This design comes from an exercise in tuning for a short achievable clock period and few clock cycles on the open sky130 flow, not from production work. In this exercise RTL edits were held to simulation tests only and were not proved equivalent to the original. Power is estimated from default activity; no workload was simulated.

==> flow/run.sh <==
#!/bin/bash
# synth_recipe.tcl (not shown) runs the flow's synth.tcl, then flattens the netlist and writes it again
# the make line also repeats each setting of config.mk as NAME=value (left out here)
make -C /OpenROAD-flow-scripts/flow DESIGN_CONFIG=/design/flow/config.mk WORK_HOME=/design/flow/orfs CLKGATE_MAP_FILE= SYNTH_SCRIPT=/design/flow/synth_recipe.tcl finish
==> flow/config.mk <==
export PLATFORM = sky130hd
export DESIGN_NAME = cpu
export DESIGN_NICKNAME = cpu
export VERILOG_FILES = /design/flow/design.v
export SDC_FILE = /design/flow/constraint.sdc
export NUM_CORES = 4
export LEC_CHECK = 0
export CAP_MARGIN = 20
export CORE_MARGIN = 2
export CORE_UTILIZATION = 40
export SLEW_MARGIN = 20
==> flow/constraint.sdc <==
create_clock -name core_clock -period 4.4 [get_ports {clk}]
set_input_delay 0.8800 -clock core_clock [delete_from_list [all_inputs] [get_ports {clk}]]
set_output_delay 0.8800 -clock core_clock [all_outputs]
set_load 0.01 [all_outputs]
==> flow/design.v <==
`default_nettype none
package lc3b_types;
	typedef logic [15:0] lc3b_word;
	typedef logic [$clog2(8)-1:0] lc3b_reg;
	typedef logic [2:0] lc3b_nzp;
	typedef logic [128-1:0] lc3b_line;
	typedef logic [15-4:0] lc3b_wb_adr;
	typedef logic [128/8-1:0] lc3b_sel;
	typedef enum logic [3:0] {
		op_br  = 4'b0000,
		op_add = 4'b0001,
		op_and = 4'b0101,
		op_ldr = 4'b0110,
		op_str = 4'b0111,
		op_not = 4'b1001
	} lc3b_opcode;
	typedef struct packed {
		lc3b_opcode opcode;
		lc3b_reg dr;
		lc3b_reg sr1;
		logic imm_flag;
		logic [1:0] unused;
		lc3b_reg sr2;
	} lc3b_instr_reg;
	typedef struct packed {
		lc3b_opcode opcode;
		lc3b_reg dr;
		lc3b_reg sr1;
		logic imm_flag;
		logic [4:0] imm5;
	} lc3b_instr_imm;
	typedef struct packed {
		lc3b_opcode opcode;
		lc3b_reg dr_sr;
		lc3b_reg base;
		logic [5:0] offset6;
	} lc3b_instr_mem;
	typedef struct packed {
		lc3b_opcode opcode;
		lc3b_nzp nzp;
		logic [8:0] offset9;
	} lc3b_instr_br;
	typedef union packed {
		lc3b_instr_reg r;
		lc3b_instr_imm i;
		lc3b_instr_mem m;
		lc3b_instr_br b;
	} lc3b_instr;
endpackage
`default_nettype wire
`default_nettype none
package lc3b_ctrl_types;
	typedef enum logic [1:0] {alu_add, alu_and, alu_not, alu_pass} lc3b_aluop;
	typedef enum logic [1:0] {alumux_reg, alumux_off6, alumux_zero} lc3b_alumux_sel;
	typedef enum logic {sr2mux_reg, sr2mux_imm} lc3b_sr2mux_sel;
	typedef enum logic {wbmux_alu, wbmux_mem} lc3b_wbmux_sel;
	typedef enum logic {mem_idle, mem_access} lc3b_mem_state;
	typedef struct packed {
		lc3b_aluop aluop;
		lc3b_alumux_sel alumux_sel;
		lc3b_sr2mux_sel sr2mux_sel;
		lc3b_wbmux_sel wbmux_sel;
		logic load_cc;
		logic load_regfile;
		logic mem_read;
		logic mem_write;
		logic is_br;
	} lc3b_control_word;
endpackage
`default_nettype wire
`default_nettype none
`timescale 1ns/1ps
module control_rom (
	input lc3b_types::lc3b_opcode opcode,
	input logic imm_mode,
	output lc3b_ctrl_types::lc3b_control_word ctrl
);
	always_comb begin
		ctrl = '0;
		ctrl.aluop = lc3b_ctrl_types::alu_pass;
		ctrl.alumux_sel = lc3b_ctrl_types::alumux_zero;
		ctrl.sr2mux_sel = lc3b_ctrl_types::sr2mux_reg;
		ctrl.wbmux_sel = lc3b_ctrl_types::wbmux_alu;
		case (opcode)
			lc3b_types::op_add, lc3b_types::op_and: begin
				ctrl.aluop = (opcode == lc3b_types::op_add) ? lc3b_ctrl_types::alu_add : lc3b_ctrl_types::alu_and;
				ctrl.alumux_sel = lc3b_ctrl_types::alumux_reg;
				ctrl.sr2mux_sel = imm_mode ? lc3b_ctrl_types::sr2mux_imm : lc3b_ctrl_types::sr2mux_reg;
				ctrl.load_cc = 1'b1;
				ctrl.load_regfile = 1'b1;
			end
			lc3b_types::op_not: begin
				ctrl.aluop = lc3b_ctrl_types::alu_not;
				ctrl.alumux_sel = lc3b_ctrl_types::alumux_reg;
				ctrl.load_cc = 1'b1;
				ctrl.load_regfile = 1'b1;
			end
			lc3b_types::op_ldr: begin
				ctrl.aluop = lc3b_ctrl_types::alu_add;
				ctrl.alumux_sel = lc3b_ctrl_types::alumux_off6;
				ctrl.wbmux_sel = lc3b_ctrl_types::wbmux_mem;
				ctrl.load_cc = 1'b1;
				ctrl.load_regfile = 1'b1;
				ctrl.mem_read = 1'b1;
			end
			lc3b_types::op_str: begin
				ctrl.aluop = lc3b_ctrl_types::alu_add;
				ctrl.alumux_sel = lc3b_ctrl_types::alumux_off6;
				ctrl.mem_write = 1'b1;
			end
			lc3b_types::op_br: begin
				ctrl.is_br = 1'b1;
			end
			default: begin
			end
		endcase
	end
endmodule
`default_nettype wire
`default_nettype none
`timescale 1ns/1ps
module regfile (
	input logic clk,
	input logic reset,
	input logic load,
	input lc3b_types::lc3b_reg dest,
	input lc3b_types::lc3b_word in,
	input lc3b_types::lc3b_reg src_a,
	input lc3b_types::lc3b_reg src_b,
	input lc3b_types::lc3b_reg sr,
	output lc3b_types::lc3b_word reg_a,
	output lc3b_types::lc3b_word reg_b,
	output lc3b_types::lc3b_word sr_out
);
	lc3b_types::lc3b_word data [0:8-1];
	always_ff @(posedge clk) begin
		if (reset) begin
			for (int i = 0; i < 8; i++) begin
				data[i] <= '0;
			end
		end else if (load) begin
			data[dest] <= in;
		end
	end
	assign reg_a = (load && dest == src_a) ? in : data[src_a];
	assign reg_b = (load && dest == src_b) ? in : data[src_b];
	assign sr_out = (load && dest == sr) ? in : data[sr];
endmodule
`default_nettype wire
`default_nettype none
`timescale 1ns/1ps
module alu (
	input lc3b_ctrl_types::lc3b_aluop aluop,
	input lc3b_types::lc3b_word a,
	input lc3b_types::lc3b_word b,
	output lc3b_types::lc3b_word f,
	output lc3b_types::lc3b_nzp nzp
);
	always_comb begin
		unique case (aluop)
			lc3b_ctrl_types::alu_add: f = a + b;
			lc3b_ctrl_types::alu_and: f = a & b;
			lc3b_ctrl_types::alu_not: f = ~a;
			lc3b_ctrl_types::alu_pass: f = b;
		endcase
	end
	assign nzp[2] = f[15];
	assign nzp[1] = (f == '0);
	assign nzp[0] = !f[15] && (f != '0);
endmodule
`default_nettype wire
`default_nettype none
`timescale 1ns/1ps
module mem_stall_fsm (
	input logic clk,
	input logic reset,
	input logic mem_read_req,
	input logic mem_write_req,
	input logic mem_resp,
	output logic mem_read,
	output logic mem_write,
	output logic stall
);
	lc3b_ctrl_types::lc3b_mem_state state;
	logic req;
	assign req = mem_read_req | mem_write_req;
	always_ff @(posedge clk) begin
		if (reset) begin
			state <= lc3b_ctrl_types::mem_idle;
		end else begin
			case (state)
				lc3b_ctrl_types::mem_idle: if (req) state <= lc3b_ctrl_types::mem_access;
				lc3b_ctrl_types::mem_access: if (mem_resp) state <= lc3b_ctrl_types::mem_idle;
				default: state <= lc3b_ctrl_types::mem_idle;
			endcase
		end
	end
	assign mem_read = (state == lc3b_ctrl_types::mem_access) && mem_read_req;
	assign mem_write = (state == lc3b_ctrl_types::mem_access) && mem_write_req;
	assign stall = (state == lc3b_ctrl_types::mem_idle) ? req : !mem_resp;
endmodule
`default_nettype wire
`default_nettype none
`timescale 1ns/1ps
module branch_shadow_timer (
	input logic clk,
	input logic reset,
	input logic branch_taken,
	input logic stall,
	output logic squash
);
	localparam int count_bits = $clog2(3 + 1);
	logic [count_bits-1:0] count;
	always_ff @(posedge clk) begin
		if (reset) begin
			count <= '0;
		end else if (branch_taken) begin
			count <= count_bits'(3);
		end else if (!stall && count != '0) begin
			count <= count - 1'b1;
		end
	end
	assign squash = (count != '0);
endmodule
`default_nettype wire
`default_nettype none
`timescale 1ns/1ps
module datapath (
	input logic clk,
	input logic reset,
	input logic stall,
	input logic squash,
	input lc3b_types::lc3b_line ifetch_rdata,
	output lc3b_types::lc3b_wb_adr ifetch_address,
	input lc3b_types::lc3b_line mem_rdata,
	output lc3b_types::lc3b_wb_adr mem_address,
	output lc3b_types::lc3b_line mem_wdata,
	output lc3b_types::lc3b_sel mem_sel,
	output logic mem_read_req,
	output logic mem_write_req,
	output logic branch_taken,
	output lc3b_types::lc3b_opcode opcode,
	output logic imm_mode,
	input lc3b_ctrl_types::lc3b_control_word ctrl_in
);
	function automatic logic [15:0] line_word(input logic [128-1:0] line,
			input logic [4-2:0] idx);
		line_word = line[idx * 16 +: 16];
	endfunction
	lc3b_types::lc3b_word pc;
	lc3b_types::lc3b_word pc_plus2;
	lc3b_types::lc3b_word fetch_word;
	lc3b_types::lc3b_instr if_id_instr;
	lc3b_types::lc3b_word if_id_pc;
	logic if_id_valid;
	lc3b_types::lc3b_word reg_a;
	lc3b_types::lc3b_word reg_b;
	lc3b_types::lc3b_word store_data;
	lc3b_types::lc3b_word sext5;
	lc3b_types::lc3b_word off6;
	lc3b_types::lc3b_word off9;
	lc3b_ctrl_types::lc3b_control_word id_ex_ctrl;
	lc3b_types::lc3b_word id_ex_sr1;
	lc3b_types::lc3b_word id_ex_sr2;
	lc3b_types::lc3b_word id_ex_off6;
	lc3b_types::lc3b_word id_ex_off9;
	lc3b_types::lc3b_word id_ex_pc;
	lc3b_types::lc3b_word id_ex_sdata;
	lc3b_types::lc3b_reg id_ex_dest;
	lc3b_types::lc3b_nzp id_ex_nzp;
	logic id_ex_valid;
	lc3b_types::lc3b_word alu_b;
	lc3b_types::lc3b_word alu_out;
	lc3b_types::lc3b_word target;
	lc3b_ctrl_types::lc3b_control_word ex_mem_ctrl;
	lc3b_types::lc3b_word ex_mem_alu;
	lc3b_types::lc3b_word ex_mem_target;
	lc3b_types::lc3b_word ex_mem_sdata;
	lc3b_types::lc3b_reg ex_mem_dest;
	lc3b_types::lc3b_nzp ex_mem_nzp;
	logic ex_mem_valid;
	logic ex_mem_live;
	logic [4-2:0] mem_idx;
	lc3b_types::lc3b_word wbmux_out;
	lc3b_types::lc3b_word wb_word;
	lc3b_types::lc3b_nzp wb_nzp;
	lc3b_types::lc3b_nzp cc;
	lc3b_types::lc3b_word mem_wb_data;
	lc3b_types::lc3b_reg mem_wb_dest;
	logic mem_wb_load;
	logic mem_wb_valid;
	assign pc_plus2 = pc + 16'd2;
	assign ifetch_address = pc[15:4];
	assign fetch_word = line_word(ifetch_rdata, pc[4-1:1]);
	assign opcode = if_id_instr.r.opcode;
	assign imm_mode = if_id_instr.i.imm_flag;
	assign sext5 = {{11{if_id_instr.i.imm5[4]}}, if_id_instr.i.imm5};
	assign off6 = {{9{if_id_instr.m.offset6[5]}}, if_id_instr.m.offset6, 1'b0};
	assign off9 = {{6{if_id_instr.b.offset9[8]}}, if_id_instr.b.offset9, 1'b0};
	regfile regs (
		.clk,
		.reset,
		.load(mem_wb_valid && mem_wb_load && !stall),
		.dest(mem_wb_dest),
		.in(mem_wb_data),
		.src_a(if_id_instr.r.sr1),
		.src_b(if_id_instr.r.sr2),
		.sr(if_id_instr.m.dr_sr),
		.reg_a(reg_a),
		.reg_b(reg_b),
		.sr_out(store_data)
	);
	always_comb begin
		case (id_ex_ctrl.alumux_sel)
			lc3b_ctrl_types::alumux_reg: alu_b = id_ex_sr2;
			lc3b_ctrl_types::alumux_off6: alu_b = id_ex_off6;
			default: alu_b = '0;
		endcase
	end
	alu ex_alu (
		.aluop(id_ex_ctrl.aluop),
		.a(id_ex_sr1),
		.b(alu_b),
		.f(alu_out),
		.nzp()
	);
	assign target = id_ex_pc + id_ex_off9;
	assign ex_mem_live = ex_mem_valid && !squash;
	assign mem_read_req = ex_mem_live && ex_mem_ctrl.mem_read;
	assign mem_write_req = ex_mem_live && ex_mem_ctrl.mem_write;
	assign mem_idx = ex_mem_alu[4-1:1];
	assign mem_address = ex_mem_alu[15:4];
	assign mem_wdata = lc3b_types::lc3b_line'(ex_mem_sdata) << (mem_idx * 16);
	assign mem_sel = lc3b_types::lc3b_sel'(2'b11) << (mem_idx * 2);
	assign wbmux_out = (ex_mem_ctrl.wbmux_sel == lc3b_ctrl_types::wbmux_mem) ?
		line_word(mem_rdata, mem_idx) : ex_mem_alu;
	alu wb_flags (
		.aluop(lc3b_ctrl_types::alu_pass),
		.a(ex_mem_alu),
		.b(wbmux_out),
		.f(wb_word),
		.nzp(wb_nzp)
	);
	assign branch_taken = ex_mem_live && ex_mem_ctrl.is_br && ((ex_mem_nzp & cc) != '0);
	always_ff @(posedge clk) begin
		if (reset) begin
			pc <= '0;
			if_id_valid <= 1'b0;
			id_ex_valid <= 1'b0;
			ex_mem_valid <= 1'b0;
			mem_wb_valid <= 1'b0;
			cc <= 3'b010;
		end else if (!stall) begin
			pc <= branch_taken ? ex_mem_target : pc_plus2;
			if_id_valid <= 1'b1;
			id_ex_valid <= if_id_valid;
			ex_mem_valid <= id_ex_valid;
			mem_wb_valid <= ex_mem_live;
			if (ex_mem_live && ex_mem_ctrl.load_cc) begin
				cc <= wb_nzp;
			end
		end
	end
	always_ff @(posedge clk) begin
		if (!stall) begin
			if_id_instr <= fetch_word;
			if_id_pc <= pc_plus2;
			id_ex_ctrl <= ctrl_in;
			id_ex_sr1 <= reg_a;
			id_ex_sr2 <= (ctrl_in.sr2mux_sel == lc3b_ctrl_types::sr2mux_imm) ? sext5 : reg_b;
			id_ex_off6 <= off6;
			id_ex_off9 <= off9;
			id_ex_pc <= if_id_pc;
			id_ex_sdata <= store_data;
			id_ex_dest <= if_id_instr.r.dr;
			id_ex_nzp <= if_id_instr.b.nzp;
			ex_mem_ctrl <= id_ex_ctrl;
			ex_mem_alu <= alu_out;
			ex_mem_target <= target;
			ex_mem_sdata <= id_ex_sdata;
			ex_mem_dest <= id_ex_dest;
			ex_mem_nzp <= id_ex_nzp;
			mem_wb_data <= wb_word;
			mem_wb_dest <= ex_mem_dest;
			mem_wb_load <= ex_mem_ctrl.load_regfile;
		end
	end
endmodule
`default_nettype wire
`default_nettype none
`timescale 1ns/1ps
module cpu (
	input logic clk,
	input logic reset,
	input lc3b_types::lc3b_line ifetch_rdata,
	output lc3b_types::lc3b_wb_adr ifetch_address,
	input lc3b_types::lc3b_line mem_rdata,
	input logic mem_resp,
	output logic mem_read,
	output logic mem_write,
	output lc3b_types::lc3b_line mem_wdata,
	output lc3b_types::lc3b_wb_adr mem_address,
	output lc3b_types::lc3b_sel mem_sel
);
	logic stall;
	logic squash;
	logic branch_taken;
	logic mem_read_req;
	logic mem_write_req;
	logic imm_mode;
	lc3b_types::lc3b_opcode opcode;
	lc3b_ctrl_types::lc3b_control_word ctrl;
	datapath dp (
		.clk,
		.reset,
		.stall,
		.squash,
		.ifetch_rdata,
		.ifetch_address,
		.mem_rdata,
		.mem_address,
		.mem_wdata,
		.mem_sel,
		.mem_read_req,
		.mem_write_req,
		.branch_taken,
		.opcode,
		.imm_mode,
		.ctrl_in(ctrl)
	);
	control_rom rom (
		.opcode,
		.imm_mode,
		.ctrl
	);
	mem_stall_fsm mem_fsm (
		.clk,
		.reset,
		.mem_read_req,
		.mem_write_req,
		.mem_resp,
		.mem_read,
		.mem_write,
		.stall
	);
	branch_shadow_timer shadow (
		.clk,
		.reset,
		.branch_taken,
		.stall,
		.squash
	);
endmodule
`default_nettype wire
==> summary.txt <==
Worst setup path:
- The endpoint class of the critical path is a flip-flop.
- Of all nets on the critical path, the largest fanout is 17.
- The depth of the worst register-to-register path is 10.
- The critical path arrival is 3.92 ns.
- The path type of the worst setup path is reg -> reg.
- The required time of the critical path is 4.68 ns.
- The kind of launch point of the worst setup path is a flip-flop.

Detailed routing:
- The routed wire length per instance is 23.7 um.
- The count of nets left with antenna violations once routing finished came out at 0.
- The routed layout has 14.8k vias.
- The routed wire length is 63.4 mm.
- After detailed routing, the number of vias per cell comes to 5.51.
- After detailed routing, the number of remaining DRC violations is 0.
- The detailed router finished its first iteration with 1189 violations.
- The detailed-routing iteration count for the pre-antenna-repair pass is 5.

STA:
- The relative max-transition margin is 0.287.
- In the final timing run, aggregate negative setup slack is 0 ns.
- The count of final hold-check violations was 0.
- The clock period minus worst slack is 3.64 ns.
- Based on the critical path, the design can be clocked at up to 275 MHz.
- The final-report max-slew violation count is 0.
- The final clock period utilization by the worst path is 0.827.
- Setup violations remaining at the end of the flow were counted as 0.
- The worst hold slack is 0.408 ns.
- The worst-margin pin slew is 1.07 ns.
- Setup repair after global routing left no endpoint under its margin.
- The setup clock skew after layout is 0.0182 ns.
- The post-layout worst setup margin is 0.763 ns.

Run:
- Max-cap violations in this run came to 0.

Clock tree:
- After clock tree synthesis, the clock-pin slew on the worst setup and hold paths is 0.06 ns.
- The TritonCTS clock tree is built.
- The number of buffers inserted to repair setup after CTS is 0.
- The clock passes through at most 3 buffers.
- The post-cts hold buffer count is 0.
- The root buffer selected by CTS is clkbuf_16.
- The number of cells upsized or downsized after cts is 0.
- The number of sinks driven by the clock tree is 350.
- In this run the number of H-tree levels came out at 2.
- The number of clock buffers inserted by TritonCTS is 39.
- For the worst-skew pair, the clock arrives at the later sink with an insertion delay of 0.55 ns.

Global routing:
- In the global route stage, met3 resource usage came out at 0.0335.
- The number of antenna violations at the first check in global routing is 3.
- The met1 global-route usage is 0.310.
- The most utilized layer in the global route result is met2.
- For met2 alone, demand over resource in global routing was 0.399.
- Entering global routing, the biggest net connects 160 pins.
- The first global-routing pass estimated 93.5 mm of wire.
- Global routing finished with a remaining overflow of 0.
- The number of global-route vias before repair is 14.8k.
- Across every metal layer, demand over resource in global routing totals 0.231.

Placed design:
- The congestion estimate from routability-driven global placement came to 0.826.
- The placed standard-cell area is 25700 sq um.
- The worst slack after detailed placement is 0.814 ns.
- The HPWL reported at the end of detailed placement is 45.3 mm.
- Buffers placed on the I/O ports in this run total 428.

Cells and area:
- The number of diodes added for antenna fixing is 0.
- The layout has 4406 filler cells.
- Once layout is done, the placed cells without fillers occupy 27000 sq um.
- The share of final-layout standard cells stronger than drive strength 1 is 0.165.
- The number of nets in the finished design is 2260.
- Summing all flip-flop and latch instances after layout gives 10200 sq um.
- The multi-input gate area in the final layout is 9920 sq um.
- Relative to the synthesized area, the layout overhead comes to 29.2%.

Synth:
- The unique cell type count in the Yosys netlist is 63.
- Measured against the total synthesized area, the mux share comes to 0.241.
- The net count after synthesis is 1899.
- The most numerous cell in the Yosys netlist is edfxtp_1.
- The dominant combinational cell family by area after synthesis is multiplexers.
- Each instance of the synthesized netlist takes up on average 13.0 sq um.
- The simple-gate portion of the synthesized area is 0.138.
- Sorting the synthesized cells by area gives the leading types as edfxtp_1 45%, mux4_2 19%, and2_1 7.8%.
- The count of flip-flops with a built-in enable after synthesis is 316.
- The gate count of the mapped netlist is 1606.
- Of all flip-flops after synthesis, the portion carrying an async set or reset was 0.
- Of the total synthesized cell area, the portion taken by full adders, half adders and majority gates is 0.0211.
- Summed over all instances, the cell type with the most area after synthesis is edfxtp_1.
- Among all flip-flop cells after synthesis, the most frequent one is edfxtp_1.
- The area of the mapped netlist is 20900 sq um.
- The warning count from the yosys run is 6.
- In the synthesized netlist, the cells that appear most often are 316 x edfxtp_1, 261 x and2_1, 172 x mux4_2.
- The number of register bits inferred by synthesis is 350.
- The post-synthesis compound-gate area fraction was 0.0549.
- The share of synthesized area occupied by flip-flops and latches is 0.487.
- The xor/xnor share of the synthesized area is 0.0176.
- Of the post-synthesis cell area, the dominant cell type holds 0.454.

Min path:
- The number of instances on the worst hold path is 0.
- The min-delay analysis places its worst path in the category reg -> reg.

Floorplanning:
- The floorplan step set the die width to 233 um.
- The die area is 54100 sq um.
- The count of boundary I/O pins is 429.
- The die is 233 um tall.
- The initial core utilization is 0.405.
- The total area inside the core boundary comes to 51500 sq um.
- The initialized floorplan defines 83 standard-cell rows.

Power and ir drop:
- In this run the static leakage power is 0.00995 uW.
- Power spread over the standard cell area amounts to 532 nW/um^2.
- IR analysis of the VDD net gives a maximum drop of 0.314 mV.

Status:
- The run finished with no timing, DRC or antenna violations.
per-stage QoR:
stage	instances	util	total power [uW]
6_report	2676	0.524	14400
5_1_grt	2676	0.524	15100
4_1_cts	2676	0.524	14500
3_5_place_dp	2606	0.499	11200
3_3_place_gp	2606	0.499	11100
2_1_floorplan	1606	-	8920
critical path, stage by stage, from the launching register on:
cell,delay [ns]
edfxtp_1,0.69
mux2i_1,0.31
nor2_1,0.12
fa_1,0.45
a211oi_1,0.37
o21ai_0,0.18
nor2b_1,0.18
nor4_1,0.32
o31ai_1,0.15
xor2_1,0.15
mux4_2,0.46
power by group:
group / internal [uW] / switching [uW]
sequential: 4690 / 1250
clock: 1930 / 1320
combinational: 2770 / 2390
total: 9400 / 4960
final cells by class:
cell class                 instances  share of cell area
inverter                          27             0.00404
sequential                       350               0.377
multi-input combinational       1077               0.368
timing repair buffer             472               0.172
clock inverter                    19             0.00668
tap                              680              0.0315
clock buffer                      51              0.0405
cell families after synthesis:
kind of cell	after synthesis
fa+ha+maj	34
xor+xnor	42
buf+inv	179
flops	350
compound gates	194
mux	280
simple gates	527
sequential cells by signal (all words and copies together), names as in the netlist, 16 cells and up, named ones only:
name             cells
dp.id_ex_sdata      16
dp.if_id_instr      16
dp.regs.data       128
dp.id_ex_sr2        16
dp.ex_mem_sdata     16
dp.ex_mem_alu       16
dp.mem_wb_data      16
dp.id_ex_sr1        16
worst paths after layout:
path,from,endpoint,slack [ns]
hold / removal,dp.id_ex_dest[1],dp.ex_mem_dest[1],0.41
hold reg to reg,dp.id_ex_dest[1],dp.ex_mem_dest[1],0.41
setup reg to reg,dp.id_ex_ctrl[7],dp.ex_mem_alu[14],0.76
setup / recovery,dp.id_ex_ctrl[7],dp.ex_mem_alu[14],0.76
placed cells by master (no fill, tap or decap), types with 7 or more instances in the layout:
| cell type | instances |
|---|---|
| a211oi_1 | 7 |
| a21o_1 | 9 |
| a21oi_1 | 56 |
| and2_1 | 261 |
| and3_1 | 12 |
| buf_4 | 42 |
| clkbuf_1 | 7 |
| clkbuf_16 | 41 |
| clkdlybuf4s50_1 | 428 |
| clkinv_1 | 7 |
| dfxtp_1 | 28 |
| edfxtp_1 | 316 |
| ha_1 | 32 |
| inv_1 | 26 |
| mux2_2 | 34 |
| mux2i_1 | 71 |
| mux4_2 | 172 |
| nand2_1 | 101 |
| nand2b_1 | 17 |
| nand3_1 | 10 |
| nor2_1 | 69 |
| nor3_1 | 12 |
| o21a_1 | 7 |
| o21ai_0 | 69 |
| o21ai_1 | 7 |
| or3_1 | 8 |
| xnor2_1 | 17 |
| xor2_1 | 25 |
layer usage:
metal  wire (um)  share of wire  vias to the layer above
met4        1070          0.017                        0
met3        4440          0.070                       67
met1       26200           0.41                     7428
li1            -              -                     6751
met5           0              0                        -
met2       31700           0.50                      504
Testbench counts, summed over its fixed seeds: cycles 59,246.

==> separate check: timing with driven ports <==
Ports are ideal in the flow. The routed layout listed here was re-timed in OpenROAD.
Step 1 (the two cells are an assumption about what drives the block):
set clk [get_ports {clk}]
set_driving_cell -lib_cell sky130_fd_sc_hd__clkbuf_16 $clk
set_driving_cell -lib_cell sky130_fd_sc_hd__buf_2 [delete_from_list [all_inputs] $clk]
Step 2 also shifts input and output timing later by t, the mid clock arrival at the registers, as if the neighbouring blocks saw the same clock.
Three values: ideal, step 1, step 2; two values: the first two.
shift t [ns]: 0.609
setup slack, ns: 0.763 / 0.718 / 0.763
latest minus earliest clock arrival (ns): 0.021 / 0.020
After both steps setup and hold are still met in this run. For this run, drivers alone change the setup slack by -0.045 ns; drivers and shift together by 0.000 ns.
